What follows belongs to an exercise in optimizing a design on an open flow for small area, a short achievable clock period and few clock cycles; a production flow would make more cautious choices.
In this exercise RTL edits were held to simulation tests only and were not proved equivalent to the original.
Power figures rest on the tool's default switching activity, not on a simulated workload.

==> flow/design.v <==
`timescale 1ns/1ps
module packet_receiver #(
   parameter int DEPTH  = 56,    
   parameter int DSLOTS = 2      
) (
   input  logic       clk,
   input  logic       reset,
   input  logic [7:0] in_data,
   input  logic       in_last,
   input  logic       in_valid,
   output logic       in_ready,
   input  logic       port_enable,
   input  logic [3:0] sa_enable,
   input  logic [3:0] da_enable,
   input  logic [8:0] used,         
   input  logic       slots_full,   
   output logic       we,
   output logic [7:0] wdata,
   output logic       fin_commit,   
   output logic       fin_drop,
   output logic [1:0] commit_sa,
   output logic [1:0] commit_dest,
   output logic [6:0] commit_len,
   output logic       ev_done,
   output logic       ev_size_drop,
   output logic       ev_da_drop,
   output logic       ev_sa_drop,
   output logic       ev_crc_drop
);
   logic       acc;
   logic [6:0] pcnt;        
   logic       pdisc;       
   logic       skip;
   logic [1:0]  sa_idx, da_idx;
   logic        sa_rng, da_rng;
   logic [6:0]  len_m1;      
   logic        len_ok;
   logic [13:0] chk;         
   logic        chk_hi;      
   assign acc  = in_valid & in_ready;
   assign skip = (pcnt == 7'd0) ? ~port_enable : pdisc;
   logic [2:0] room_q;     
   logic       we_q;
   logic       room_acc, room_idle, nw_acc, nw_idle, slot_ok, ready_next;
   assign room_acc  = we_q ? room_q[0] : room_q[1];
   assign room_idle = we_q ? room_q[1] : room_q[2];
   assign nw_acc    = pcnt >= 7'd63 || pcnt <= 7'd4 || pcnt == 7'd7 || pcnt == 7'd8;
   assign nw_idle   = pcnt >= 7'd64 || pcnt <= 7'd5 || pcnt == 7'd8 || pcnt == 7'd9;
   assign slot_ok   = ~slots_full | (pcnt < 7'd12);
   assign ready_next = slot_ok & (acc ? (room_acc | (~in_last & nw_acc))
                                      : (room_idle | nw_idle));
   logic       st_q, st_inc;
   logic [6:0] pcnt_inc;
   assign pcnt_inc = (pcnt < 7'd64) ? pcnt + 7'd1 : pcnt;
   assign st_inc   = pcnt_inc < 7'd64 &&
                     (pcnt_inc == 7'd6 || pcnt_inc == 7'd7 || pcnt_inc >= 7'd10);
   always_ff @(posedge clk or posedge reset) begin
      if (reset) begin
         st_q <= 1'b0;
      end else if (acc) begin
         st_q <= ~in_last & st_inc;
      end
   end
   always_ff @(posedge clk or posedge reset) begin
      if (reset) begin
         room_q   <= 3'h7;
         we_q     <= 1'b0;
         in_ready <= 1'b0;
         pcnt     <= 7'd0;
         pdisc    <= 1'b0;
      end else begin
         we_q     <= we;
         room_q   <= {used <= 9'(DEPTH - 1), used <= 9'(DEPTH - 2),
                      used <= 9'(DEPTH - 3)};
         in_ready <= ready_next;
         if (acc) begin
            pdisc <= skip & ~in_last;
            if (in_last) pcnt <= 7'd0;
            else pcnt <= pcnt_inc;
         end
      end
   end
   logic live, last;
   logic size_ok, da_ok, sa_ok, crc_ok;
   assign live    = acc & ~skip;
   assign last    = live & in_last;
   assign we      = live & st_q;
   assign wdata   = in_data;
   assign size_ok = len_ok & (len_m1 == pcnt);
   assign da_ok   = da_rng & da_enable[da_idx];
   assign sa_ok   = sa_rng & sa_enable[sa_idx];
   assign crc_ok  = ~chk_hi & (chk == {6'd0, in_data});
   always_ff @(posedge clk) begin
      if (live) begin
         case (pcnt)
            7'd0: begin
               sa_idx <= 2'(in_data - 8'd1);
               sa_rng <= in_data >= 8'd1 && in_data <= 8'd4;
            end
            7'd1: begin
               da_idx <= 2'(in_data - 8'd1);
               da_rng <= in_data >= 8'd1 && in_data <= 8'd4;
            end
            7'd2: begin
               len_m1 <= 7'(in_data - 8'd1);
               len_ok <= in_data >= 8'd14 && in_data <= 8'd64;
            end
            7'd3, 7'd4, 7'd5: begin
               if (in_data != 8'd0) len_ok <= 1'b0;
            end
            7'd6: chk[7:0] <= in_data;
            7'd7: begin
               chk[13:8] <= in_data[5:0];
               chk_hi    <= in_data[7:6] != 2'd0;
            end
            7'd8, 7'd9: begin
               if (in_data != 8'd0) chk_hi <= 1'b1;
            end
            default: chk <= chk - {6'd0, in_data};
         endcase
      end
   end
   assign commit_sa   = sa_idx;
   assign commit_dest = da_idx;
   assign commit_len  = len_m1;
   always_ff @(posedge clk or posedge reset) begin
      if (reset) begin
         fin_commit   <= 1'b0;
         fin_drop     <= 1'b0;
         ev_done      <= 1'b0;
         ev_size_drop <= 1'b0;
         ev_da_drop   <= 1'b0;
         ev_sa_drop   <= 1'b0;
         ev_crc_drop  <= 1'b0;
      end else begin
         fin_commit   <= last & size_ok & da_ok & sa_ok & crc_ok;
         fin_drop     <= last & ~(size_ok & da_ok & sa_ok & crc_ok);
         ev_done      <= last;
         ev_size_drop <= last & ~size_ok;
         ev_da_drop   <= last & size_ok & ~da_ok;
         ev_sa_drop   <= last & size_ok & da_ok & ~sa_ok;
         ev_crc_drop  <= last & size_ok & da_ok & sa_ok & ~crc_ok;
      end
   end
endmodule
`timescale 1ns/1ps
module packet_store #(
   parameter int DEPTH  = 56,    
   parameter int DSLOTS = 2      
) (
   input  logic       clk,
   input  logic       reset,
   input  logic       we,
   input  logic [7:0] wdata,
   input  logic       fin_commit,    
   input  logic       fin_drop,      
   input  logic [1:0] commit_sa,
   input  logic [1:0] commit_dest,
   input  logic [6:0] commit_len,    
   output logic [8:0] used,
   output logic       slots_full,
   output logic       head_valid,
   output logic [1:0] head_dest,
   input  logic       rd_inc,        
   output logic       rd_valid,
   output logic [7:0] rd_data,
   output logic       rd_last,
   output logic       pop            
);
   localparam logic [5:0] LASTP = 6'(DEPTH - 1);
   logic [7:0]  mem [DEPTH];
   logic [5:0]  wp, sp, rp;        
   logic [5:0]  wp_n, rp_n;
   logic [5:0]  wcnt;              
   logic [5:0]  cu;                
   logic [9:0]  desc [2];
   logic [1:0]  dv;
   logic        dhead, dtail;
   logic        hb_v;
   logic [7:0]  hb_d;
   logic        hb_load;
   logic [5:0]  tx_idx;            
   logic        gen;               
   logic [1:0]  h_sa;
   logic [5:0]  h_lm1;
   logic [7:0]  hdr_byte;
   logic [5:0]  cu_c;
   assign cu_c       = cu + (fin_commit ? wcnt : 6'd0);
   assign wp_n       = (wp == LASTP) ? 6'd0 : wp + 6'd1;
   assign rp_n       = (rp == LASTP) ? 6'd0 : rp + 6'd1;
   assign used       = {3'd0, cu} + {3'd0, wcnt};
   assign slots_full = dv[0] & dv[1];
   assign head_valid = dv[dhead];
   assign {h_sa, head_dest, h_lm1} = desc[dhead];
   always_comb begin
      case (tx_idx[3:0])
         4'd0:    hdr_byte = {5'd0, 3'(h_sa) + 3'd1};
         4'd1:    hdr_byte = {5'd0, 3'(head_dest) + 3'd1};
         4'd2:    hdr_byte = {1'b0, 7'(h_lm1) + 7'd1};
         default: hdr_byte = 8'd0;
      endcase
   end
   logic       gen_inc;
   logic [5:0] tx_inc;
   assign tx_inc  = tx_idx + 6'd1;
   assign gen_inc = tx_inc <= 6'd5 || tx_inc == 6'd8 || tx_inc == 6'd9;
   assign rd_valid = gen | hb_v;
   assign rd_data  = gen ? hdr_byte : hb_d;
   assign rd_last  = tx_idx == h_lm1;
   assign pop      = rd_inc & rd_last;
   assign hb_load = (cu != 6'd0) & (~hb_v | (rd_inc & ~gen));
   always_ff @(posedge clk) begin
      if (we) mem[wp] <= wdata;
      if (fin_commit) desc[dtail] <= {commit_sa, commit_dest, commit_len[5:0]};
      if (hb_load) hb_d <= mem[rp];
   end
   always_ff @(posedge clk or posedge reset) begin
      if (reset) begin
         wp     <= 6'd0;
         sp     <= 6'd0;
         rp     <= 6'd0;
         wcnt   <= 6'd0;
         cu     <= 6'd0;
         dv     <= 2'd0;
         dhead  <= 1'b0;
         dtail  <= 1'b0;
         hb_v   <= 1'b0;
         tx_idx <= 6'd0;
         gen    <= 1'b1;
      end else begin
         if (fin_commit) begin
            sp   <= wp;
            wcnt <= 6'd0;
         end else if (fin_drop) begin
            wp   <= sp;
            wcnt <= 6'd0;
         end else if (we) begin
            wp   <= wp_n;
            wcnt <= wcnt + 6'd1;
         end
         cu <= hb_load ? cu_c - 6'd1 : cu_c;
         if (hb_load) rp <= rp_n;
         hb_v <= hb_load | (hb_v & ~(rd_inc & ~gen));
         if (rd_inc) begin
            tx_idx <= rd_last ? 6'd0 : tx_inc;
            gen    <= rd_last | gen_inc;
         end
         if (fin_commit) begin
            dv[dtail] <= 1'b1;
            dtail     <= ~dtail;
         end
         if (pop) begin
            dv[dhead] <= 1'b0;
            dhead     <= ~dhead;
         end
      end
   end
endmodule
`timescale 1ns/1ps
module switch_fabric (
   input  logic        clk,
   input  logic        reset,
   input  logic [3:0]  head_valid,
   input  logic [7:0]  head_dest,    
   input  logic [31:0] rd_data,      
   input  logic [3:0]  rd_valid,
   input  logic [3:0]  rd_last,
   input  logic [3:0]  pop,          
   output logic [3:0]  rd_inc,
   output logic [31:0] out_data,
   output logic [3:0]  out_last,
   output logic [3:0]  out_valid,
   input  logic [3:0]  out_ready,
   output logic [3:0]  out_done
);
   localparam int NUM_PORTS = 4;
   logic [3:0] busy;
   logic [7:0] src;           
   logic [3:0] serving;       
   logic [3:0] req [NUM_PORTS];
   logic [1:0] pick [NUM_PORTS];
   logic [3:0] pick_valid;
   logic [3:0] ld;
   logic [3:0] fin;           
   logic [3:0] old [NUM_PORTS];
   logic [3:0] hv_q, pop_q, newh;
   assign newh = head_valid & (~hv_q | pop_q);
   always_comb begin : arb
      for (int j = 0; j < NUM_PORTS; j++) begin
         for (int i = 0; i < NUM_PORTS; i++) begin
            req[j][i] = head_valid[i] & ~serving[i] & (head_dest[2*i +: 2] == 2'(j));
         end
         pick[j]       = 2'd0;
         pick_valid[j] = 1'b0;
         for (int i = 0; i < NUM_PORTS; i++) begin
            if (req[j][i] && (req[j] & old[i]) == 4'd0) begin
               pick[j]       = 2'(i);
               pick_valid[j] = 1'b1;
            end
         end
      end
   end
   always_ff @(posedge clk or posedge reset) begin
      if (reset) begin
         hv_q  <= 4'd0;
         pop_q <= 4'd0;
         for (int i = 0; i < NUM_PORTS; i++) old[i] <= 4'd0;
      end else begin
         hv_q  <= head_valid;
         pop_q <= pop;
         for (int i = 0; i < NUM_PORTS; i++) begin
            for (int k = 0; k < NUM_PORTS; k++) begin
               if (i != k) begin
                  if (newh[i] && newh[k]) old[i][k] <= k < i;
                  else if (newh[i]) old[i][k] <= 1'b1;
                  else if (newh[k]) old[i][k] <= 1'b0;
               end
            end
         end
      end
   end
   always_comb begin
      rd_inc = 4'd0;
      for (int j = 0; j < NUM_PORTS; j++) begin
         ld[j]  = busy[j] & rd_valid[src[2*j +: 2]] & (~out_valid[j] | out_ready[j]);
         fin[j] = ld[j] & rd_last[src[2*j +: 2]];
         for (int i = 0; i < NUM_PORTS; i++) begin
            if (src[2*j +: 2] == 2'(i)) rd_inc[i] = rd_inc[i] | ld[j];
         end
      end
   end
   always_ff @(posedge clk or posedge reset) begin
      if (reset) begin
         out_data <= 32'd0;
         out_last <= 4'd0;
      end else for (int j = 0; j < NUM_PORTS; j++) begin
         if (ld[j]) begin
            out_data[8*j +: 8] <= rd_data[8*src[2*j +: 2] +: 8];
            out_last[j]        <= rd_last[src[2*j +: 2]];
         end
      end
   end
   always_ff @(posedge clk or posedge reset) begin
      if (reset) begin
         busy       <= 4'd0;
         src        <= 8'd0;
         serving    <= 4'd0;
         out_valid  <= 4'd0;
         out_done   <= 4'd0;
      end else begin
         out_done <= out_valid & out_ready & out_last;
         serving  <= serving & ~pop;
         for (int j = 0; j < NUM_PORTS; j++) begin
            if (ld[j]) out_valid[j] <= 1'b1;
            else if (out_ready[j]) out_valid[j] <= 1'b0;
            if (fin[j]) busy[j] <= 1'b0;
            if ((!busy[j] || fin[j]) && pick_valid[j]) begin
               busy[j]              <= 1'b1;
               src[2*j +: 2]        <= pick[j];
               serving[pick[j]]     <= 1'b1;
            end
         end
      end
   end
endmodule
`timescale 1ns/1ps
module router_csr (
   input  logic        clk,
   input  logic        reset,
   input  logic        csr_wr,      
   input  logic        csr_rd,      
   input  logic [7:0]  csr_addr,
   input  logic [31:0] csr_wdata,
   output logic [31:0] rdata,
   output logic [3:0]  sa_enable,
   output logic [3:0]  da_enable,
   input  logic [3:0]  ev_done,
   input  logic [3:0]  ev_size_drop,
   input  logic [3:0]  ev_da_drop,
   input  logic [3:0]  ev_sa_drop,
   input  logic [3:0]  ev_crc_drop,
   input  logic [3:0]  out_done
);
   localparam logic [7:0] ADDR_SA_ENABLE      = 8'h20;
   localparam logic [7:0] ADDR_DA_ENABLE      = 8'h24;
   localparam logic [7:0] ADDR_SIZE_DROP      = 8'h32;
   localparam logic [7:0] ADDR_IN_COUNT_BASE  = 8'h36;
   localparam logic [7:0] ADDR_OUT_COUNT_BASE = 8'h52;
   localparam logic [7:0] ADDR_DA_DROP        = 8'h66;
   localparam logic [7:0] ADDR_SA_DROP        = 8'h70;
   localparam logic [7:0] ADDR_CRC_DROP       = 8'h94;
   localparam int         ADDR_COUNT_STRIDE   = 4;    
   localparam int         NUM_PORTS           = 4;
   logic [31:0] in_count [NUM_PORTS];
   logic [31:0] out_count [NUM_PORTS];
   logic [31:0] size_drop;
   logic [31:0] da_drop;
   logic [31:0] sa_drop;
   logic [31:0] crc_drop;
   logic [2:0]  n_size;    
   logic [2:0]  n_da;
   logic [2:0]  n_sa;
   logic [2:0]  n_crc;
   logic [31:0] rd_value;
   logic [2:0] c_size, c_da, c_sa, c_crc;
   always_ff @(posedge clk or posedge reset) begin
      if (reset) begin
         n_size <= 3'd0;
         n_da   <= 3'd0;
         n_sa   <= 3'd0;
         n_crc  <= 3'd0;
      end else begin
         n_size <= c_size;
         n_da   <= c_da;
         n_sa   <= c_sa;
         n_crc  <= c_crc;
      end
   end
   always_comb begin
      c_size = 3'd0;
      c_da   = 3'd0;
      c_sa   = 3'd0;
      c_crc  = 3'd0;
      for (int i = 0; i < NUM_PORTS; i++) begin
         c_size = c_size + {2'd0, ev_size_drop[i]};
         c_da   = c_da + {2'd0, ev_da_drop[i]};
         c_sa   = c_sa + {2'd0, ev_sa_drop[i]};
         c_crc  = c_crc + {2'd0, ev_crc_drop[i]};
      end
   end
   always_comb begin
      rd_value = 32'd0;    
      case (csr_addr)
         ADDR_SA_ENABLE: rd_value = {28'd0, sa_enable};
         ADDR_DA_ENABLE: rd_value = {28'd0, da_enable};
         ADDR_SIZE_DROP: rd_value = size_drop;
         ADDR_DA_DROP:   rd_value = da_drop;
         ADDR_SA_DROP:   rd_value = sa_drop;
         ADDR_CRC_DROP:  rd_value = crc_drop;
         default: begin
            for (int i = 0; i < NUM_PORTS; i++) begin
               if (csr_addr == ADDR_IN_COUNT_BASE + 8'(ADDR_COUNT_STRIDE * i)) begin
                  rd_value = in_count[i];
               end
               if (csr_addr == ADDR_OUT_COUNT_BASE + 8'(ADDR_COUNT_STRIDE * i)) begin
                  rd_value = out_count[i];
               end
            end
         end
      endcase
   end
   always_ff @(posedge clk or posedge reset) begin
      if (reset) begin
         sa_enable <= 4'd0;
         da_enable <= 4'd0;
         size_drop <= 32'd0;
         da_drop   <= 32'd0;
         sa_drop   <= 32'd0;
         crc_drop  <= 32'd0;
         rdata     <= 32'd0;
         for (int i = 0; i < NUM_PORTS; i++) begin
            in_count[i]  <= 32'd0;
            out_count[i] <= 32'd0;
         end
      end else begin
         if (csr_wr && csr_addr == ADDR_SA_ENABLE) begin
            sa_enable <= csr_wdata[NUM_PORTS-1:0];
         end
         if (csr_wr && csr_addr == ADDR_DA_ENABLE) begin
            da_enable <= csr_wdata[NUM_PORTS-1:0];
         end
         if (csr_rd) begin
            rdata <= rd_value;    
         end
         if (csr_wr && csr_addr == ADDR_SIZE_DROP) size_drop <= csr_wdata;
         else size_drop <= size_drop + {29'd0, n_size};
         if (csr_wr && csr_addr == ADDR_DA_DROP) da_drop <= csr_wdata;
         else da_drop <= da_drop + {29'd0, n_da};
         if (csr_wr && csr_addr == ADDR_SA_DROP) sa_drop <= csr_wdata;
         else sa_drop <= sa_drop + {29'd0, n_sa};
         if (csr_wr && csr_addr == ADDR_CRC_DROP) crc_drop <= csr_wdata;
         else crc_drop <= crc_drop + {29'd0, n_crc};
         for (int i = 0; i < NUM_PORTS; i++) begin
            if (csr_wr && csr_addr == ADDR_IN_COUNT_BASE + 8'(ADDR_COUNT_STRIDE * i))
               in_count[i] <= csr_wdata;
            else
               in_count[i] <= in_count[i] + {31'd0, ev_done[i]};
            if (csr_wr && csr_addr == ADDR_OUT_COUNT_BASE + 8'(ADDR_COUNT_STRIDE * i))
               out_count[i] <= csr_wdata;
            else
               out_count[i] <= out_count[i] + {31'd0, out_done[i]};
         end
      end
   end
endmodule
`timescale 1ns/1ps
module router_top (
   input  logic        clk,
   input  logic        reset,
   input  logic [31:0] in_data,      
   input  logic [3:0]  in_last,
   input  logic [3:0]  in_valid,
   output logic [3:0]  in_ready,
   output logic [31:0] out_data,     
   output logic [3:0]  out_last,
   output logic [3:0]  out_valid,
   input  logic [3:0]  out_ready,
   input  logic        csr_wr,
   input  logic        csr_rd,
   input  logic [7:0]  csr_addr,
   input  logic [31:0] csr_wdata,
   output logic [31:0] rdata
);
   localparam int NUM_PORTS = 4;
   localparam int DEPTH     = 56;
   localparam int DSLOTS    = 2;
   logic [3:0]  sa_enable;
   logic [3:0]  da_enable;
   logic [3:0]  we;
   logic [31:0] wdata;
   logic [3:0]  fin_commit;
   logic [3:0]  fin_drop;
   logic [7:0]  commit_sa;
   logic [7:0]  commit_dest;
   logic [27:0] commit_len;
   logic [35:0] used;
   logic [3:0]  slots_full;
   logic [3:0]  head_valid;
   logic [7:0]  head_dest;
   logic [3:0]  rd_last;
   logic [3:0]  rd_inc;
   logic [3:0]  pop;
   logic [31:0] rd_data;
   logic [3:0]  rd_valid;
   logic [3:0]  ev_done;
   logic [3:0]  ev_size_drop;
   logic [3:0]  ev_da_drop;
   logic [3:0]  ev_sa_drop;
   logic [3:0]  ev_crc_drop;
   logic [3:0]  out_done;
   for (genvar i = 0; i < NUM_PORTS; i++) begin : g_in
      packet_receiver #(.DEPTH(DEPTH), .DSLOTS(DSLOTS)) u_receiver (
         .clk          (clk),
         .reset        (reset),
         .in_data      (in_data[8*i +: 8]),
         .in_last      (in_last[i]),
         .in_valid     (in_valid[i]),
         .in_ready     (in_ready[i]),
         .port_enable  (sa_enable[i]),
         .sa_enable    (sa_enable),
         .da_enable    (da_enable),
         .used         (used[9*i +: 9]),
         .slots_full   (slots_full[i]),
         .we           (we[i]),
         .wdata        (wdata[8*i +: 8]),
         .fin_commit   (fin_commit[i]),
         .fin_drop     (fin_drop[i]),
         .commit_sa    (commit_sa[2*i +: 2]),
         .commit_dest  (commit_dest[2*i +: 2]),
         .commit_len   (commit_len[7*i +: 7]),
         .ev_done      (ev_done[i]),
         .ev_size_drop (ev_size_drop[i]),
         .ev_da_drop   (ev_da_drop[i]),
         .ev_sa_drop   (ev_sa_drop[i]),
         .ev_crc_drop  (ev_crc_drop[i])
      );
      packet_store #(.DEPTH(DEPTH), .DSLOTS(DSLOTS)) u_store (
         .clk         (clk),
         .reset       (reset),
         .we          (we[i]),
         .wdata       (wdata[8*i +: 8]),
         .fin_commit  (fin_commit[i]),
         .fin_drop    (fin_drop[i]),
         .commit_sa   (commit_sa[2*i +: 2]),
         .commit_dest (commit_dest[2*i +: 2]),
         .commit_len  (commit_len[7*i +: 7]),
         .used        (used[9*i +: 9]),
         .slots_full  (slots_full[i]),
         .head_valid  (head_valid[i]),
         .head_dest   (head_dest[2*i +: 2]),
         .rd_inc      (rd_inc[i]),
         .rd_valid    (rd_valid[i]),
         .rd_data     (rd_data[8*i +: 8]),
         .rd_last     (rd_last[i]),
         .pop         (pop[i])
      );
   end
   switch_fabric u_fabric (
      .clk        (clk),
      .reset      (reset),
      .head_valid (head_valid),
      .head_dest  (head_dest),
      .rd_data    (rd_data),
      .rd_valid   (rd_valid),
      .rd_last    (rd_last),
      .rd_inc     (rd_inc),
      .pop        (pop),
      .out_data   (out_data),
      .out_last   (out_last),
      .out_valid  (out_valid),
      .out_ready  (out_ready),
      .out_done   (out_done)
   );
   router_csr u_csr (
      .clk          (clk),
      .reset        (reset),
      .csr_wr       (csr_wr),
      .csr_rd       (csr_rd),
      .csr_addr     (csr_addr),
      .csr_wdata    (csr_wdata),
      .rdata        (rdata),
      .sa_enable    (sa_enable),
      .da_enable    (da_enable),
      .ev_done      (ev_done),
      .ev_size_drop (ev_size_drop),
      .ev_da_drop   (ev_da_drop),
      .ev_sa_drop   (ev_sa_drop),
      .ev_crc_drop  (ev_crc_drop),
      .out_done     (out_done)
   );
endmodule
==> flow/run.sh <==
#!/bin/bash
# synth_recipe.tcl (not shown) runs the flow's synth.tcl, then flattens the netlist and writes it again
# the make line also repeats each setting of config.mk as NAME=value (left out here)
make -C /OpenROAD-flow-scripts/flow DESIGN_CONFIG=/design/flow/config.mk WORK_HOME=/design/flow/orfs CLKGATE_MAP_FILE= SYNTH_SCRIPT=/design/flow/synth_recipe.tcl finish
==> flow/config.mk <==
export PLATFORM = sky130hd
export DESIGN_NAME = router_top
export DESIGN_NICKNAME = router_top
export VERILOG_FILES = /design/flow/design.v
export SDC_FILE = /design/flow/constraint.sdc
export NUM_CORES = 4
export LEC_CHECK = 0
export CAP_MARGIN = 20
export CORE_MARGIN = 2
export CORE_UTILIZATION = 70
export CTS_CLUSTER_DIAMETER = 100
export CTS_CLUSTER_SIZE = 24
export PLACE_DENSITY = 0.8
export SETUP_SLACK_MARGIN = 5.0
export SLEW_MARGIN = 20
==> flow/constraint.sdc <==
create_clock -name core_clock -period 8.0 [get_ports {clk}]
set_input_delay 1.6000 -clock core_clock [delete_from_list [all_inputs] [get_ports {clk}]]
set_output_delay 1.6000 -clock core_clock [all_outputs]
set_load 0.01 [all_outputs]
==> results.cfg, run 1 <==
[status]
outcome = finished clean

[timing]
hold_viol = 0
setup_viol = 0
fmax_ghz = 0.318
relSlewSlack_pct = 19.1
holdWs_ns = 0.496
fin_crit_sh_pct = 39.3
worstMarginPinSlew_ns = 1.21
slew_violations = 0
fin_crit_ns = 3.14
clock_skew_ns = 0.0365
setup_slack_ns = 4.86
rsz0062_at_grt = true

[finish]
multiInputGateArea_um2 = 47000
regArea_um2 = 80000
layout_common_cells = 2020 x edfxtp_1, 736 x nor2_1, 686 x dfrtp_1, 626 x mux4_2, 523 x nand2_1
post_route_cells_drive_above_1_share_pct = 22.0
final_cell_area_um2 = 140000
utilization_pct = 78.6
syn_to_final_growth_pct = 11.4
layout_commonest_cell = edfxtp_1
instances_no_fill = 11480
fillers = 9633
final_nets = 9327

[floorplanning]
die_area_um2 = 184000
die_width_um = 428
start_util_pct = 70.5
rows = 155
die_h_um = 428
io_pins = 164
coreArea_um2 = 179000

[synthesis]
synth-simple-area-share_pct = 9.13
synth_seq_cells = 2788
synth-compound-area-share_pct = 6.35
muxShareOfSynthArea_pct = 12.9
yosysTopAreaCellShare_pct = 48.1
synthAdderAreaFrac_pct = 2.29
yosys_warnings = 9
synth_flop_cell = edfxtp_1
yosys.area_share.xor_xnor_pct = 3.92
synth_area_leaders = edfxtp_1 48%, dfrtp_1 15%, mux4_2 11%
synthCells = 8837
yosysUniqueCellTypes = 97
ys_async_sr_fraction_pct = 27.5
syn_area_per_cell_um2 = 14.3
seq_area_frac_synth_pct = 63.4
synthesis.nets = 9137
synth_edf_count = 2020
synth_area_um2 = 126000
synth_largest_area_cell = edfxtp_1
synth_top_family_by_area = multiplexers

[cts]
root_buffer = clkbuf_16
h-tree-depth = 4
cts_tree = yes
clock_path_buffers = 3
clock-sinks = 2788
clkTransAtPathRegs_ns = 0.10
clock_latency_ns = 0.88
cts_buffers = 134

[drt]
drt_iter0_drc = 11560
wl_per_cell_um = 30.7
final_antenna_net_count = 0
drtPass1Iterations = 8
vias = 81199
via_per_inst = 7.07
drc = 0
routed_wirelength_um = 352000

[worst_setup_path]
crit_buf_inv = 1
path_cells = buf_6
cpMaxStageDelayCell = dfrtp_2
arrival_ns = 1.54
r2r_slack_ns = 5.01
rr_endpoint = g_in[0].u_store.hb_d[2]$_DFFE_PP_
cp-start-kind = register
critPathRequiredTime_ns = 6.40
crit_type = reg2out
r2r_start = g_in[0].u_store.rp[1]$_DFFE_PP0P_
cp_max_fo = 2
critPathTopFamily = flip-flops
ff2ff_path_depth = 4
endpoint_kind = output pin
max_stage_delay_ns = 0.53

[hold_path]
whs_path_depth = 1
hold_class = reg2reg
worstHoldEndpoint = g_in[3].u_store.dtail$_DFFE_PP0P_
worstHoldStart = g_in[3].u_store.dtail$_DFFE_PP0P_

[global_route]
grt_overflow = 0
grt_max_degree = 163
grt_pass1_wl_um = 513000
grtUsageMet1_pct = 49.2
antenna_found_initial = 20
top_usage_layer = met2
met3_usage_pct = 6.73
grt_pass1_vias = 78887
grtUsageMet2_pct = 60.2
globalRouteTotalUtil_pct = 37.7

[place]
dp_hpwl_um = 215000
post-place-ws_ns = 2.79
gp_congestion = 0.981
io_buffer_count = 163
placed_area_um2 = 130000
placedCellCount = 10972

[power_and_ir_drop]
p_leak_nw = 47.4
p_per_area_nw_per_um2 = 237
vdd_drop_max_mv = 0.268

[job]
cap_violations = 0
synthesized netlist by cell type (17+ instances only):
cell type / number
xor2_1: 298
o22ai_1: 21
a41oi_1: 24
o221ai_1: 38
mux2i_1: 53
nand2b_1: 43
or3_1: 27
nand3_1: 247
and2_1: 49
a221oi_1: 23
nand4b_1: 19
clkbuf_1: 378
and3_1: 99
and4_1: 22
buf_2: 43
fa_1: 20
or2_2: 24
mux4_2: 626
inv_1: 182
nor2_1: 972
a21oi_1: 477
o21bai_1: 17
a21o_1: 41
o211ai_1: 25
o21ai_0: 352
buf_1: 46
nor4_1: 36
xnor2_1: 267
ha_1: 192
a22oi_1: 70
nor2b_1: 63
edfxtp_1: 2020
nand3b_1: 25
a31oi_1: 50
dfrtp_1: 752
o21a_1: 21
a22o_1: 18
nand4_1: 121
nand2_1: 550
nor3_1: 95
o31ai_1: 18
mux2_2: 128
through the flow:
stage / total power [mW] / setup TNS, ns
2_1_floorplan: 22.2 / -3116.33
6_report: 33.3 / 0
3_3_place_gp: 24.4 / 0
4_1_cts: 32.7 / 0
5_1_grt: 34.2 / 0
3_5_place_dp: 24.7 / 0
worst register-to-register path: stages (launching register included):
cell,delay (ns)
dfrtp_4,0.75
buf_12,0.41
mux4_2,0.47
mux4_2,0.53
mux4_2,0.56
kinds of logic (layout without fill, tap and decap cells):
kind of cell | Yosys count | count (layout)
AOI/OAI and AO/OA | 1314 | 1315
xor gates and xnor gates | 565 | 565
adders and majority gates | 220 | 220
buffers and inverters | 668 | 935
DFF | 2788 | 2788
muxes | 820 | 820
other | 0 | 14
and+or+nand+nor | 2462 | 2468
power breakdown:
part / internal [mW] / switching [mW]
combinational: 3.50 / 4.41
sequential: 16.4 / 1.18
clock: 3.27 / 4.54
cell type report:
class | instances | area share, %
Sequential cell | 2788 | 57.0
Multi-Input combinational cell | 5388 | 33.4
Timing Repair Buffer | 523 | 4.16
Clock buffer | 209 | 2.65
Tap cell | 2355 | 2.10
Inverter | 191 | 0.584
Clock inverter | 11 | 0.101
Antenna cell | 14 | 0.0249
Timing Repair inverter | 1 | 0.00356
flip-flops by register name, summed over array words and instances, names as in the netlist, 12 cells and up:
register	cells
g_in.u_store.cu	24
g_in.u_store.tx_idx	24
g_in.u_receiver.room_q	12
g_in.u_receiver.len_m1	28
u_fabric.out_data	32
g_in.u_store.mem	1792
u_csr.crc_drop	32
g_in.u_receiver.pcnt	28
u_csr.rdata	32
u_csr.size_drop	32
g_in.u_store.desc	80
g_in.u_receiver.chk	56
g_in.u_store.hb_d	32
u_csr.in_count	128
u_csr.da_drop	32
u_csr.out_count	128
g_in.u_store.rp	24
g_in.u_store.wcnt	24
u_fabric.old	12
u_csr.sa_drop	32
g_in.u_store.wp	24
g_in.u_store.sp	24
routing by layer:
| layer | vias up | share of wire (%) |
|---|---|---|
| met5 | - | 0.0088 |
| li1 | 33769 | - |
| met4 | 4 | 7.3 |
| met3 | 1170 | 10 |
| met1 | 40857 | 34 |
| met2 | 5399 | 48 |
worst max path at each step:
stage	startpoint	endpoint	cells after the start
3_5_place_dp	csr_addr[5]	u_csr.in_count[1][1]$_DFF_PP0_	6
3_3_place_gp	csr_addr[5]	u_csr.in_count[1][1]$_DFF_PP0_	6
4_1_cts	u_fabric.out_last[0]$_DFFE_PP0N_	out_last[0]	1
2_1_floorplan	reset	g_in[0].u_receiver.ev_crc_drop$_DFF_PP0_	1
6_report	u_fabric.out_last[0]$_DFFE_PP0N_	out_last[0]	1
5_1_grt	out_ready[1]	g_in[0].u_store.rp[4]$_DFFE_PP0P_	11
what timing repair did:
action,in CTS,in global routing
cloned,22,12
buffers inserted,136,102
hold buffers,0,0
endpoints found under the setup margin,2591,2034
resized for setup,1153,197
pin swaps,81,75
Testbench counts, summed over its fixed seeds: cycles 20,773.
==> inputs of run 2 (changes only) <==
--- a/flow/design.v
+++ b/flow/design.v
@@ -29,4 +29,5 @@
 );
    logic       acc;
+   logic       rdy;         
    logic [6:0] pcnt;        
    logic       pdisc;       
@@ -38,5 +39,5 @@
    logic [13:0] chk;         
    logic        chk_hi;      
-   assign acc  = in_valid & in_ready;
+   assign acc  = in_valid & rdy;
    assign skip = (pcnt == 7'd0) ? ~port_enable : pdisc;
    logic [2:0] room_q;     
@@ -50,4 +51,7 @@
    assign ready_next = slot_ok & (acc ? (room_acc | (~in_last & nw_acc))
                                       : (room_idle | nw_idle));
+   always_ff @(posedge clk) begin
+      in_ready <= ~reset & ready_next;
+   end
    logic       st_q, st_inc;
    logic [6:0] pcnt_inc;
@@ -66,5 +70,5 @@
          room_q   <= 3'h7;
          we_q     <= 1'b0;
-         in_ready <= 1'b0;
+         rdy      <= 1'b0;
          pcnt     <= 7'd0;
          pdisc    <= 1'b0;
@@ -73,5 +77,5 @@
          room_q   <= {used <= 9'(DEPTH - 1), used <= 9'(DEPTH - 2),
                       used <= 9'(DEPTH - 3)};
-         in_ready <= ready_next;
+         rdy      <= ready_next;
          if (acc) begin
             pdisc <= skip & ~in_last;
@@ -268,5 +272,5 @@
    input  logic [3:0]  pop,          
    output logic [3:0]  rd_inc,
-   output logic [31:0] out_data,
+   output logic [31:0] out_data,     
    output logic [3:0]  out_last,
    output logic [3:0]  out_valid,
@@ -282,4 +286,10 @@
    logic [3:0] pick_valid;
    logic [3:0] ld;
+   logic [31:0] out_data_q;
+   logic [3:0]  out_last_q;
+   logic [3:0]  out_valid_q;
+   logic [31:0] data_n;
+   logic [3:0]  last_n;
+   logic [3:0]  valid_n;
    logic [3:0] fin;           
    logic [3:0] old [NUM_PORTS];
@@ -323,5 +333,5 @@
       rd_inc = 4'd0;
       for (int j = 0; j < NUM_PORTS; j++) begin
-         ld[j]  = busy[j] & rd_valid[src[2*j +: 2]] & (~out_valid[j] | out_ready[j]);
+         ld[j]  = busy[j] & rd_valid[src[2*j +: 2]] & (~out_valid_q[j] | out_ready[j]);
          fin[j] = ld[j] & rd_last[src[2*j +: 2]];
          for (int i = 0; i < NUM_PORTS; i++) begin
@@ -330,15 +340,25 @@
       end
    end
+   always_comb begin
+      for (int j = 0; j < NUM_PORTS; j++) begin
+         data_n[8*j +: 8] = ld[j] ? rd_data[8*src[2*j +: 2] +: 8] : out_data_q[8*j +: 8];
+         last_n[j]        = ld[j] ? rd_last[src[2*j +: 2]] : out_last_q[j];
+         valid_n[j]       = ld[j] | (out_valid_q[j] & ~out_ready[j]);
+      end
+   end
    always_ff @(posedge clk or posedge reset) begin
       if (reset) begin
-         out_data <= 32'd0;
-         out_last <= 4'd0;
-      end else for (int j = 0; j < NUM_PORTS; j++) begin
-         if (ld[j]) begin
-            out_data[8*j +: 8] <= rd_data[8*src[2*j +: 2] +: 8];
-            out_last[j]        <= rd_last[src[2*j +: 2]];
-         end
+         out_data_q <= 32'd0;
+         out_last_q <= 4'd0;
+      end else begin
+         out_data_q <= data_n;
+         out_last_q <= last_n;
       end
    end
+   always_ff @(posedge clk) begin
+      out_data   <= data_n;
+      out_last   <= last_n;
+      out_valid  <= {4{~reset}} & valid_n;
+   end
    always_ff @(posedge clk or posedge reset) begin
       if (reset) begin
@@ -346,12 +366,11 @@
          src        <= 8'd0;
          serving    <= 4'd0;
-         out_valid  <= 4'd0;
+         out_valid_q <= 4'd0;
          out_done   <= 4'd0;
       end else begin
-         out_done <= out_valid & out_ready & out_last;
+         out_done    <= out_valid_q & out_ready & out_last_q;
+         out_valid_q <= valid_n;
          serving  <= serving & ~pop;
          for (int j = 0; j < NUM_PORTS; j++) begin
-            if (ld[j]) out_valid[j] <= 1'b1;
-            else if (out_ready[j]) out_valid[j] <= 1'b0;
             if (fin[j]) busy[j] <= 1'b0;
             if ((!busy[j] || fin[j]) && pick_valid[j]) begin
@@ -372,5 +391,5 @@
    input  logic [7:0]  csr_addr,
    input  logic [31:0] csr_wdata,
-   output logic [31:0] rdata,
+   output logic [31:0] rdata,       
    output logic [3:0]  sa_enable,
    output logic [3:0]  da_enable,
@@ -403,4 +422,10 @@
    logic [2:0]  n_crc;
    logic [31:0] rd_value;
+   logic [31:0] rdata_q;
+   always_ff @(posedge clk) begin
+      if (reset) rdata <= 32'd0;
+      else if (csr_rd) rdata <= rd_value;
+      else rdata <= rdata_q;
+   end
    logic [2:0] c_size, c_da, c_sa, c_crc;
    always_ff @(posedge clk or posedge reset) begin
@@ -458,5 +483,5 @@
          sa_drop   <= 32'd0;
          crc_drop  <= 32'd0;
-         rdata     <= 32'd0;
+         rdata_q   <= 32'd0;
          for (int i = 0; i < NUM_PORTS; i++) begin
             in_count[i]  <= 32'd0;
@@ -471,5 +496,5 @@
          end
          if (csr_rd) begin
-            rdata <= rd_value;    
+            rdata_q <= rd_value;    
          end
          if (csr_wr && csr_addr == ADDR_SIZE_DROP) size_drop <= csr_wdata;
--- a/flow/config.mk
+++ b/flow/config.mk
@@ -8,8 +8,8 @@
 export CAP_MARGIN = 20
 export CORE_MARGIN = 2
-export CORE_UTILIZATION = 70
+export CORE_UTILIZATION = 65
 export CTS_CLUSTER_DIAMETER = 100
 export CTS_CLUSTER_SIZE = 24
-export PLACE_DENSITY = 0.8
-export SETUP_SLACK_MARGIN = 5.0
+export PLACE_DENSITY = 0.75
+export SETUP_SLACK_MARGIN = 4.95
 export SLEW_MARGIN = 20
==> results.cfg, run 2 <==
[status]
outcome = finished clean

[synthesis]
seq_area_frac_synth_pct = 63.4
synth_area_um2 = 128000
synth.cells.most_frequent = 2020 x edfxtp_1, 877 x nor2_1, 752 x dfrtp_1
synth_flop_cell = edfxtp_1
synthesis.nets = 9269
syn_area_per_cell_um2 = 14.3
muxShareOfSynthArea_pct = 13.0
synth_seq_cells = 2864
yosys_warnings = 9
yosysTopAreaCellShare_pct = 47.3
yosysUniqueCellTypes = 105
yosysMostFrequentCell = edfxtp_1
ys_async_sr_fraction_pct = 26.8
synthAdderAreaFrac_pct = 2.23
synth_edf_count = 2020
synth-compound-area-share_pct = 6.07
synth-simple-area-share_pct = 9.22
synth_top_family_by_area = multiplexers
synth_largest_area_cell = edfxtp_1
yosys.area_share.xor_xnor_pct = 3.88
synth_area_leaders = edfxtp_1 47%, dfrtp_1 15%, mux4_2 11%
synthCells = 8970

[finish]
instances_no_fill = 11821
post_route_cells_drive_above_1_share_pct = 20.9
fillers = 12249
syn_to_final_growth_pct = 10.9
final_nets = 9384
layout_common_cells = 2020 x edfxtp_1, 712 x dfrtp_1, 640 x nor2_1, 623 x mux4_2, 511 x nand2_1
multiInputGateArea_um2 = 47200
top_register = g_in.u_store.mem
final_cell_area_um2 = 142000
largest_reg_flops = 1792
regArea_um2 = 81600
layout_commonest_cell = edfxtp_1
largestRegisters = g_in.u_store.mem: 1792 flops, u_csr.in_count: 128 flops, u_csr.out_count: 128 flops

[timing]
slew_violations = 0
hold_viol = 0
worstMarginPinSlew_ns = 1.30
rsz0062_at_grt = true
setup_viol = 0
fin_crit_ns = 3.10
fin_crit_sh_pct = 38.7
setup_slack_ns = 4.90
relSlewSlack_pct = 13.4
clock_skew_ns = 0.0360
fmax_ghz = 0.323
holdWs_ns = 0.466
tns_ns = 0

[worst_setup_path]
r2r_slack_ns = 5.00
cp-start-kind = primary input
ff2ff_path_depth = 4
r2r_start = g_in[1].u_store.rp[1]$_DFFE_PP0P_
critPathRequiredTime_ns = 8.69
max_stage_delay_ns = 0.34
path_cells = buf_6 -> buf_12 -> inv_16 -> ha_4 -> nor2b_1 -> o21ai_2 -> a21boi_2 -> o21ai_2 -> a21boi_2 -> o41ai_4 -> buf_4 -> mux2_4 -> o211ai_1
arrival_ns = 3.79
endpoint_kind = register
rr_endpoint = g_in[1].u_store.hb_d[7]$_DFFE_PP_
crit_type = in2reg
cp_max_fo = 8
cpMaxStageDelayCell = o41ai_4

[job]
cap_violations = 0

[floorplanning]
die_area_um2 = 201000
die_h_um = 448
start_util_pct = 65.2
coreArea_um2 = 197000
rows = 163
io_pins = 164
die_width_um = 448

[drt]
highest_layer = met5
drc = 0
met3_wirelength_um = 26800
wl_met2_um = 165000
via_per_inst = 6.68
drt_iter0_drc = 9746
final_antenna_net_count = 0
vias = 78924
drtPass1Iterations = 9
routed_wirelength_um = 334000
wl_per_cell_um = 28.3
drt-met1-wl_um = 124000

[cts]
cts_buffers = 138
clock-sinks = 2864
clock_latency_ns = 0.87
h-tree-depth = 4
cts_hold_buf = 0
clock_path_buffers = 3
cts_tree = yes
root_buffer = clkbuf_16
clkTransAtPathRegs_ns = 0.10

[global_route]
grt_max_degree = 136
antenna_found_initial = 15
grt_pass1_wl_um = 493000
grt_overflow = 0
grt_pass1_vias = 77508
globalRouteTotalUtil_pct = 32.9

[power_and_ir_drop]
p_int_mw = 25.9
clock_power_share_pct = 21.2
power.switching_mw = 12.6
p_comb_share_pct = 30.0
p_sw_share_pct = 32.7
p_per_area_nw_per_um2 = 270
vdd_drop_max_mv = 0.224
pwr-share-seq_pct = 48.8
p_leak_nw = 48.3

[hold_path]
worstHoldStart = g_in[0].u_receiver.da_rng$_DFFE_PP_
hold_class = reg2reg
whs_path_depth = 1
worstHoldEndpoint = g_in[0].u_receiver.ev_da_drop$_DFF_PP0_

[place]
gp_congestion = 0.907
placedCellCount = 11365
io_buffer_count = 163
post-place-ws_ns = 2.16
placed_area_um2 = 132000
dp_hpwl_um = 206000
## run 2: cell count changes in the layout (fill, tap and decap cells not counted), sizes merged, moves of 14 or more
| cell | before | now |
|---|---|---|
| inv | 185 | 212 |
| a22oi | 70 | 84 |
| and3 | 99 | 118 |
| dfxtp | 0 | 76 |
| o221ai | 39 | 25 |
| and2 | 50 | 95 |
| buf | 446 | 376 |
| a41oi | 24 | 5 |
| mux2i | 64 | 101 |
| nor2 | 977 | 879 |
## run 2: routing by layer
layer  vias up  GRT usage, %
met5         -             0
met4        12          14.7
met3       815          4.53
met2      4067          54.1
met1     40017          44.4
li1      34013             -
## run 2: worst max-delay path by stage
stage                                          endpoint  cells past startpoint  slack [ns]        start
2_1_floorplan  g_in[0].u_receiver.ev_crc_drop$_DFF_PP0_                      2        3.76        reset
3_3_place_gp                  u_csr.rdata[8]$_SDFF_PP0_                      9        2.32  csr_addr[6]
3_5_place_dp                 u_csr.rdata[10]$_SDFF_PP0_                      9        2.16  csr_addr[6]
4_1_cts                      u_csr.rdata[16]$_SDFF_PP0_                     12        4.81  csr_addr[3]
5_1_grt                       u_csr.rdata[1]$_SDFF_PP0_                     11        4.84  csr_addr[0]
6_report           g_in[0].u_receiver.chk[11]$_DFFE_PP_                     13        4.90   in_data[1]
## run 2: area by class of cell
class,instances,share of cell area (%)
timing repair inverter,1,0.00352
multi-input combinational,5404,33.2
tap,2640,2.32
clock inverter,20,0.277
antenna,8,0.0141
inverter,211,0.621
clock buffer,208,2.62
timing repair buffer,465,3.62
sequential,2864,57.3
## run 2: power groups by stage
stage / registers (mW) / logic [mW] / clock network [mW]
floorplan: 18.1 / 7.86 / 0
detailed placement: 19.1 / 10.4 / 0
global placement: 19.1 / 10.1 / 0
global route: 18.9 / 12.2 / 8.70
CTS: 18.7 / 11.1 / 8.20
finish: 18.8 / 11.5 / 8.15
## run 2: metrics by stage
| stage | total power, mW | utilization, % |
|---|---|---|
| floorplan | 26.0 | - |
| global placement | 29.2 | 67.3 |
| detailed placement | 29.5 | 67.3 |
| CTS | 38.0 | 71.6 |
| global route | 39.8 | 72.3 |
| finish | 38.4 | 72.3 |
## run 2: what timing repair did
action	4_1_cts	5_1_grt
endpoints found under the setup margin	2684	1970
hold endpoints to repair	0	0
cloned	16	9
setup buffers	122	70
pin swaps	74	51
resized for setup	1044	146
## run 2: cells by family (layout without fill, tap and decap cells)
family,count (synthesis),after routing
flops,2864,2864
simple gates,2458,2462
compound gates,1291,1291
mux,865,865
buf+inv,706,905
xor+xnor,568,568
fa+ha+maj,218,218
other cells,0,8
## run 2: critical path: cells and delay by family
family | cells | cell delay [ns]
AOI/OAI and AO/OA | 6 | 0.99
adders and majority gates | 1 | 0.21
buffers and inverters | 4 | 0.51
muxes | 1 | 0.29
and+or+nand+nor | 1 | 0.14
Testbench counts of run 2, summed over its fixed seeds: cycles 20,773.
==> inputs of run 3 (changes only) <==
--- a/flow/design.v
+++ b/flow/design.v
@@ -29,5 +29,4 @@
 );
    logic       acc;
-   logic       rdy;         
    logic [6:0] pcnt;        
    logic       pdisc;       
@@ -37,7 +36,11 @@
    logic [6:0]  len_m1;      
    logic        len_ok;
-   logic [13:0] chk;         
+   logic [7:0]  chk_l;
+   logic [5:0]  chk_h;
+   logic        brw;
    logic        chk_hi;      
-   assign acc  = in_valid & rdy;
+   logic [8:0]  lo_dif;
+   assign lo_dif = {1'b0, chk_l} - {1'b0, in_data};
+   assign acc  = in_valid & in_ready;
    assign skip = (pcnt == 7'd0) ? ~port_enable : pdisc;
    logic [2:0] room_q;     
@@ -51,7 +54,4 @@
    assign ready_next = slot_ok & (acc ? (room_acc | (~in_last & nw_acc))
                                       : (room_idle | nw_idle));
-   always_ff @(posedge clk) begin
-      in_ready <= ~reset & ready_next;
-   end
    logic       st_q, st_inc;
    logic [6:0] pcnt_inc;
@@ -70,5 +70,5 @@
          room_q   <= 3'h7;
          we_q     <= 1'b0;
-         rdy      <= 1'b0;
+         in_ready <= 1'b0;
          pcnt     <= 7'd0;
          pdisc    <= 1'b0;
@@ -77,5 +77,5 @@
          room_q   <= {used <= 9'(DEPTH - 1), used <= 9'(DEPTH - 2),
                       used <= 9'(DEPTH - 3)};
-         rdy      <= ready_next;
+         in_ready <= ready_next;
          if (acc) begin
             pdisc <= skip & ~in_last;
@@ -94,5 +94,5 @@
    assign da_ok   = da_rng & da_enable[da_idx];
    assign sa_ok   = sa_rng & sa_enable[sa_idx];
-   assign crc_ok  = ~chk_hi & (chk == {6'd0, in_data});
+   assign crc_ok  = ~chk_hi & (chk_h == {5'd0, brw}) & (chk_l == in_data);
    always_ff @(posedge clk) begin
       if (live) begin
@@ -113,13 +113,18 @@
                if (in_data != 8'd0) len_ok <= 1'b0;
             end
-            7'd6: chk[7:0] <= in_data;
+            7'd6: chk_l <= in_data;
             7'd7: begin
-               chk[13:8] <= in_data[5:0];
-               chk_hi    <= in_data[7:6] != 2'd0;
+               chk_h  <= in_data[5:0];
+               brw    <= 1'b0;
+               chk_hi <= in_data[7:6] != 2'd0;
             end
             7'd8, 7'd9: begin
                if (in_data != 8'd0) chk_hi <= 1'b1;
             end
-            default: chk <= chk - {6'd0, in_data};
+            default: begin
+               chk_l <= lo_dif[7:0];
+               brw   <= lo_dif[8];
+               chk_h <= chk_h - {5'd0, brw};
+            end
          endcase
       end
@@ -272,5 +277,5 @@
    input  logic [3:0]  pop,          
    output logic [3:0]  rd_inc,
-   output logic [31:0] out_data,     
+   output logic [31:0] out_data,
    output logic [3:0]  out_last,
    output logic [3:0]  out_valid,
@@ -286,10 +291,4 @@
    logic [3:0] pick_valid;
    logic [3:0] ld;
-   logic [31:0] out_data_q;
-   logic [3:0]  out_last_q;
-   logic [3:0]  out_valid_q;
-   logic [31:0] data_n;
-   logic [3:0]  last_n;
-   logic [3:0]  valid_n;
    logic [3:0] fin;           
    logic [3:0] old [NUM_PORTS];
@@ -333,5 +332,5 @@
       rd_inc = 4'd0;
       for (int j = 0; j < NUM_PORTS; j++) begin
-         ld[j]  = busy[j] & rd_valid[src[2*j +: 2]] & (~out_valid_q[j] | out_ready[j]);
+         ld[j]  = busy[j] & rd_valid[src[2*j +: 2]] & (~out_valid[j] | out_ready[j]);
          fin[j] = ld[j] & rd_last[src[2*j +: 2]];
          for (int i = 0; i < NUM_PORTS; i++) begin
@@ -340,25 +339,15 @@
       end
    end
-   always_comb begin
-      for (int j = 0; j < NUM_PORTS; j++) begin
-         data_n[8*j +: 8] = ld[j] ? rd_data[8*src[2*j +: 2] +: 8] : out_data_q[8*j +: 8];
-         last_n[j]        = ld[j] ? rd_last[src[2*j +: 2]] : out_last_q[j];
-         valid_n[j]       = ld[j] | (out_valid_q[j] & ~out_ready[j]);
-      end
-   end
    always_ff @(posedge clk or posedge reset) begin
       if (reset) begin
-         out_data_q <= 32'd0;
-         out_last_q <= 4'd0;
-      end else begin
-         out_data_q <= data_n;
-         out_last_q <= last_n;
+         out_data <= 32'd0;
+         out_last <= 4'd0;
+      end else for (int j = 0; j < NUM_PORTS; j++) begin
+         if (ld[j]) begin
+            out_data[8*j +: 8] <= rd_data[8*src[2*j +: 2] +: 8];
+            out_last[j]        <= rd_last[src[2*j +: 2]];
+         end
       end
    end
-   always_ff @(posedge clk) begin
-      out_data   <= data_n;
-      out_last   <= last_n;
-      out_valid  <= {4{~reset}} & valid_n;
-   end
    always_ff @(posedge clk or posedge reset) begin
       if (reset) begin
@@ -366,11 +355,12 @@
          src        <= 8'd0;
          serving    <= 4'd0;
-         out_valid_q <= 4'd0;
+         out_valid  <= 4'd0;
          out_done   <= 4'd0;
       end else begin
-         out_done    <= out_valid_q & out_ready & out_last_q;
-         out_valid_q <= valid_n;
+         out_done <= out_valid & out_ready & out_last;
          serving  <= serving & ~pop;
          for (int j = 0; j < NUM_PORTS; j++) begin
+            if (ld[j]) out_valid[j] <= 1'b1;
+            else if (out_ready[j]) out_valid[j] <= 1'b0;
             if (fin[j]) busy[j] <= 1'b0;
             if ((!busy[j] || fin[j]) && pick_valid[j]) begin
@@ -391,5 +381,5 @@
    input  logic [7:0]  csr_addr,
    input  logic [31:0] csr_wdata,
-   output logic [31:0] rdata,       
+   output logic [31:0] rdata,
    output logic [3:0]  sa_enable,
    output logic [3:0]  da_enable,
@@ -422,10 +412,6 @@
    logic [2:0]  n_crc;
    logic [31:0] rd_value;
-   logic [31:0] rdata_q;
-   always_ff @(posedge clk) begin
-      if (reset) rdata <= 32'd0;
-      else if (csr_rd) rdata <= rd_value;
-      else rdata <= rdata_q;
-   end
+   logic        cy_size, cy_da, cy_sa, cy_crc;    
+   logic [3:0]  cy_in, cy_out;
    logic [2:0] c_size, c_da, c_sa, c_crc;
    always_ff @(posedge clk or posedge reset) begin
@@ -483,5 +469,11 @@
          sa_drop   <= 32'd0;
          crc_drop  <= 32'd0;
-         rdata_q   <= 32'd0;
+         rdata     <= 32'd0;
+         cy_size   <= 1'b0;
+         cy_da     <= 1'b0;
+         cy_sa     <= 1'b0;
+         cy_crc    <= 1'b0;
+         cy_in     <= 4'd0;
+         cy_out    <= 4'd0;
          for (int i = 0; i < NUM_PORTS; i++) begin
             in_count[i]  <= 32'd0;
@@ -496,23 +488,49 @@
          end
          if (csr_rd) begin
-            rdata_q <= rd_value;    
+            rdata <= rd_value;    
+         end
+         if (csr_wr && csr_addr == ADDR_SIZE_DROP) begin
+            size_drop <= csr_wdata;
+            cy_size   <= 1'b0;
+         end else begin
+            {cy_size, size_drop[15:0]} <= {1'b0, size_drop[15:0]} + {14'd0, n_size};
+            size_drop[31:16] <= size_drop[31:16] + {15'd0, cy_size};
+         end
+         if (csr_wr && csr_addr == ADDR_DA_DROP) begin
+            da_drop <= csr_wdata;
+            cy_da   <= 1'b0;
+         end else begin
+            {cy_da, da_drop[15:0]} <= {1'b0, da_drop[15:0]} + {14'd0, n_da};
+            da_drop[31:16] <= da_drop[31:16] + {15'd0, cy_da};
+         end
+         if (csr_wr && csr_addr == ADDR_SA_DROP) begin
+            sa_drop <= csr_wdata;
+            cy_sa   <= 1'b0;
+         end else begin
+            {cy_sa, sa_drop[15:0]} <= {1'b0, sa_drop[15:0]} + {14'd0, n_sa};
+            sa_drop[31:16] <= sa_drop[31:16] + {15'd0, cy_sa};
+         end
+         if (csr_wr && csr_addr == ADDR_CRC_DROP) begin
+            crc_drop <= csr_wdata;
+            cy_crc   <= 1'b0;
+         end else begin
+            {cy_crc, crc_drop[15:0]} <= {1'b0, crc_drop[15:0]} + {14'd0, n_crc};
+            crc_drop[31:16] <= crc_drop[31:16] + {15'd0, cy_crc};
          end
-         if (csr_wr && csr_addr == ADDR_SIZE_DROP) size_drop <= csr_wdata;
-         else size_drop <= size_drop + {29'd0, n_size};
-         if (csr_wr && csr_addr == ADDR_DA_DROP) da_drop <= csr_wdata;
-         else da_drop <= da_drop + {29'd0, n_da};
-         if (csr_wr && csr_addr == ADDR_SA_DROP) sa_drop <= csr_wdata;
-         else sa_drop <= sa_drop + {29'd0, n_sa};
-         if (csr_wr && csr_addr == ADDR_CRC_DROP) crc_drop <= csr_wdata;
-         else crc_drop <= crc_drop + {29'd0, n_crc};
          for (int i = 0; i < NUM_PORTS; i++) begin
-            if (csr_wr && csr_addr == ADDR_IN_COUNT_BASE + 8'(ADDR_COUNT_STRIDE * i))
+            if (csr_wr && csr_addr == ADDR_IN_COUNT_BASE + 8'(ADDR_COUNT_STRIDE * i)) begin
                in_count[i] <= csr_wdata;
-            else
-               in_count[i] <= in_count[i] + {31'd0, ev_done[i]};
-            if (csr_wr && csr_addr == ADDR_OUT_COUNT_BASE + 8'(ADDR_COUNT_STRIDE * i))
+               cy_in[i]    <= 1'b0;
+            end else begin
+               {cy_in[i], in_count[i][15:0]} <= {1'b0, in_count[i][15:0]} + {16'd0, ev_done[i]};
+               in_count[i][31:16] <= in_count[i][31:16] + {15'd0, cy_in[i]};
+            end
+            if (csr_wr && csr_addr == ADDR_OUT_COUNT_BASE + 8'(ADDR_COUNT_STRIDE * i)) begin
                out_count[i] <= csr_wdata;
-            else
-               out_count[i] <= out_count[i] + {31'd0, out_done[i]};
+               cy_out[i]    <= 1'b0;
+            end else begin
+               {cy_out[i], out_count[i][15:0]} <= {1'b0, out_count[i][15:0]} + {16'd0, out_done[i]};
+               out_count[i][31:16] <= out_count[i][31:16] + {15'd0, cy_out[i]};
+            end
          end
       end
--- a/flow/config.mk
+++ b/flow/config.mk
@@ -8,8 +8,8 @@
 export CAP_MARGIN = 20
 export CORE_MARGIN = 2
-export CORE_UTILIZATION = 65
+export CORE_UTILIZATION = 60
 export CTS_CLUSTER_DIAMETER = 100
 export CTS_CLUSTER_SIZE = 24
-export PLACE_DENSITY = 0.75
+export PLACE_DENSITY = 0.7
 export SETUP_SLACK_MARGIN = 4.95
 export SLEW_MARGIN = 20
==> results.cfg, run 3 <==
[status]
outcome = finished clean

[worst_setup_path]
cp-start-kind = register
endpoint_kind = output pin
crit_type = reg2out
crit_buf_inv = 1
cpMaxStageDelayCell = dfrtp_2
path_cells = buf_6
ff2ff_path_depth = 9
critPathRequiredTime_ns = 6.40
arrival_ns = 1.55
rr_endpoint = u_fabric.out_data[1]$_DFFE_PP0N_
critPathTopFamily = flip-flops
r2r_start = g_in[3].u_store.tx_idx[1]$_DFFE_PP0N_
max_stage_delay_ns = 0.52
r2r_slack_ns = 5.00
cp_max_fo = 2

[place]
gp_congestion = 0.932
dp_hpwl_um = 199000
io_buffer_count = 163
placed_area_um2 = 131000

[synthesis]
ys_async_sr_fraction_pct = 27.8
synth_flop_cell = edfxtp_1
synth_seq_cells = 2804
yosysUniqueCellTypes = 87
yosys_warnings = 9
yosysTopAreaCellShare_pct = 48.1
synthesis.nets = 9116
yosysMostFrequentCell = edfxtp_1
synth_area_leaders = edfxtp_1 48%, dfrtp_1 15%, mux4_2 11%
synth_edf_count = 2024
syn_area_per_cell_um2 = 14.4
synth.cells.most_frequent = 2024 x edfxtp_1, 973 x nor2_1, 764 x dfrtp_1
seq_area_frac_synth_pct = 63.6
synth_area_um2 = 126000
synth_largest_area_cell = edfxtp_1
synthCells = 8784

[finish]
post_route_cells_drive_above_1_share_pct = 22.0
top_register = g_in.u_store.mem
final_nets = 9310
layout_commonest_cell = edfxtp_1
largest_reg_flops = 1792
largestRegisters = g_in.u_store.mem: 1792 flops, u_csr.in_count: 128 flops, u_csr.out_count: 128 flops
regArea_um2 = 80400
utilization_pct = 67.3
syn_to_final_growth_pct = 11.5
multiInputGateArea_um2 = 46400
layout_common_cells = 2024 x edfxtp_1, 732 x nor2_1, 715 x dfrtp_1, 620 x mux4_2, 483 x a21oi_1
fillers = 14562
final_cell_area_um2 = 141000

[timing]
fin_crit_ns = 3.15
worstMarginPinSlew_ns = 1.26
relSlewSlack_pct = 16.1
hold_viol = 0
tns_ns = 0
setup_viol = 0
fin_crit_sh_pct = 39.4
slew_violations = 0
rsz0062_at_grt = true
fmax_ghz = 0.317
clock_skew_ns = 0.0342

[global_route]
globalRouteTotalUtil_pct = 28.9
antenna_found_initial = 5
grt_overflow = 0
grt_max_degree = 123
grt_pass1_wl_um = 470000
grt_pass1_vias = 74875

[floorplanning]
rows = 168
die_width_um = 463
io_pins = 164
die_area_um2 = 214000
die_h_um = 463
start_util_pct = 60.3
coreArea_um2 = 209000

[cts]
clock-sinks = 2804
clock_latency_ns = 0.86
cts_buffers = 138
h-tree-depth = 4
clkTransAtPathRegs_ns = 0.10
cts_tree = yes
root_buffer = clkbuf_16
clock_path_buffers = 3

[drt]
final_antenna_net_count = 0
via_per_inst = 6.40
drc = 0
wl_per_cell_um = 26.2
drt_iter0_drc = 8165
routed_wirelength_um = 312000
vias = 76045
drtPass1Iterations = 8

[power_and_ir_drop]
p_leak_nw = 48.1
vdd_drop_max_mv = 0.240
p_per_area_nw_per_um2 = 260

[hold_path]
whs_path_depth = 1
worstHoldStart = g_in[3].u_receiver.da_rng$_DFFE_PP_
worstHoldEndpoint = g_in[3].u_receiver.ev_da_drop$_DFF_PP0_
hold_class = reg2reg

[job]
cap_violations = 0
-- run 3: logic make-up after synthesis --
kind of cell	after synthesis	synth area share (%)
multiplexers	831	12.9
XOR/XNOR	542	3.76
AO/OA/AOI/OAI	1348	6.44
adder cells (fa/ha/maj)	250	2.58
flip-flops	2804	63.6
buffers and inverters	677	2.07
AND/OR/NAND/NOR	2332	8.63
-- run 3: per-layer routing --
layer / vias to the layer above / wire length (um) / GRT usage, %
met5: - / 15 / 0
met4: 2 / 14600 / 11.9
met3: 590 / 20100 / 3.58
met2: 2930 / 153000 / 47.3
met1: 38969 / 123000 / 39.8
li1: 33554 / - / -
-- run 3: final cells by class --
type	count	share of cell area (%)
diodes	4	0.00711
clock buffers	204	2.68
clock inverters	24	0.282
inverters	211	0.600
multi-input cells	5308	33.0
flip-flops and latches	2804	57.1
well taps	2805	2.49
repair buffers	515	3.89
-- run 3: worst max path at each step --
| stage | endpoint | slack [ns] | start | depth (start not counted) |
|---|---|---|---|---|
| 5_1_grt | u_fabric.serving[1]$_DFF_PP0_ | 4.78 | out_ready[2] | 11 |
| 4_1_cts | out_data[14] | 4.81 | u_fabric.out_data[14]$_DFFE_PP0P_ | 1 |
| 2_1_floorplan | g_in[0].u_receiver.ev_crc_drop$_DFF_PP0_ | -4.29 | reset | 1 |
| 3_5_place_dp | g_in[3].u_store.mem[12][3]$_DFFE_PP_ | 2.29 | in_valid[3] | 7 |
| 3_3_place_gp | g_in[3].u_store.mem[37][3]$_DFFE_PP_ | 2.46 | in_valid[3] | 7 |
| 6_report | out_data[11] | 4.85 | u_fabric.out_data[11]$_DFFE_PP0P_ | 1 |
-- run 3: power breakdown --
group          total (mW)  internal [mW]  switching, mW  leakage, nW
combinational        10.5           4.97           5.56         19.1
clock                8.04           3.46           4.58         1.99
sequential           18.1           16.6           1.49         26.9
-- run 3: per-stage QoR --
stage	total power, mW	worst slack (ns)	std cells	hold slack (ns)
after global placement	27.8	2.46	11374	0.458
after detailed placement	28.0	2.29	11374	0.460
final	36.7	4.85	11875	0.478
after CTS	36.5	4.81	11777	0.476
after global routing	38.1	4.78	11873	0.488
after floorplan	24.7	-4.29	8784	0.421
-- run 3: timing repair --
item                                    in CTS  in global routing
gates cloned                                14                  7
setup buffers                              161                 84
gates resized for setup                   1054                143
hold buffers                                 0                  0
endpoints found under the setup margin    2804               1960
pin swaps                                   84                 45
Testbench counts of run 3, summed over its fixed seeds: cycles 20,773.

-- what the ideal ports hide --
In the flow no input, the clock included, has a driving cell. The finished layouts below were timed again as built, in two steps. Step 1, drivers: a clkbuf_16 drives clk and a buf_2 each remaining input, both assumed. Step 2, shift: input delay + t, output delay - t, t = (earliest + latest rising clock arrival at the registers) / 2. This alone moves slack from input paths to output paths. Slacks: no drivers / after step 1 / after step 2; pairs: no drivers / after step 1.
run	t (ns)	slack for setup (ns)	hold WS [ns]	worst data-port slew with drivers (ns)	pins driven straight from the clock port
run 1	0.956	4.855 / 4.758 / 3.843	0.496 / 0.496 / 0.496	0.20	1
run 2	0.941	4.903 / 4.888 / 4.002	0.466 / 0.466 / 0.466	0.15	1
run 3	0.931	4.850 / 4.760 / 4.009	0.478 / 0.478 / 0.478	0.23	1
After both steps every run listed still meets setup and hold. For run 1, which loses most, drivers alone change the setup slack by -0.097 ns; drivers and shift together by -1.012 ns.
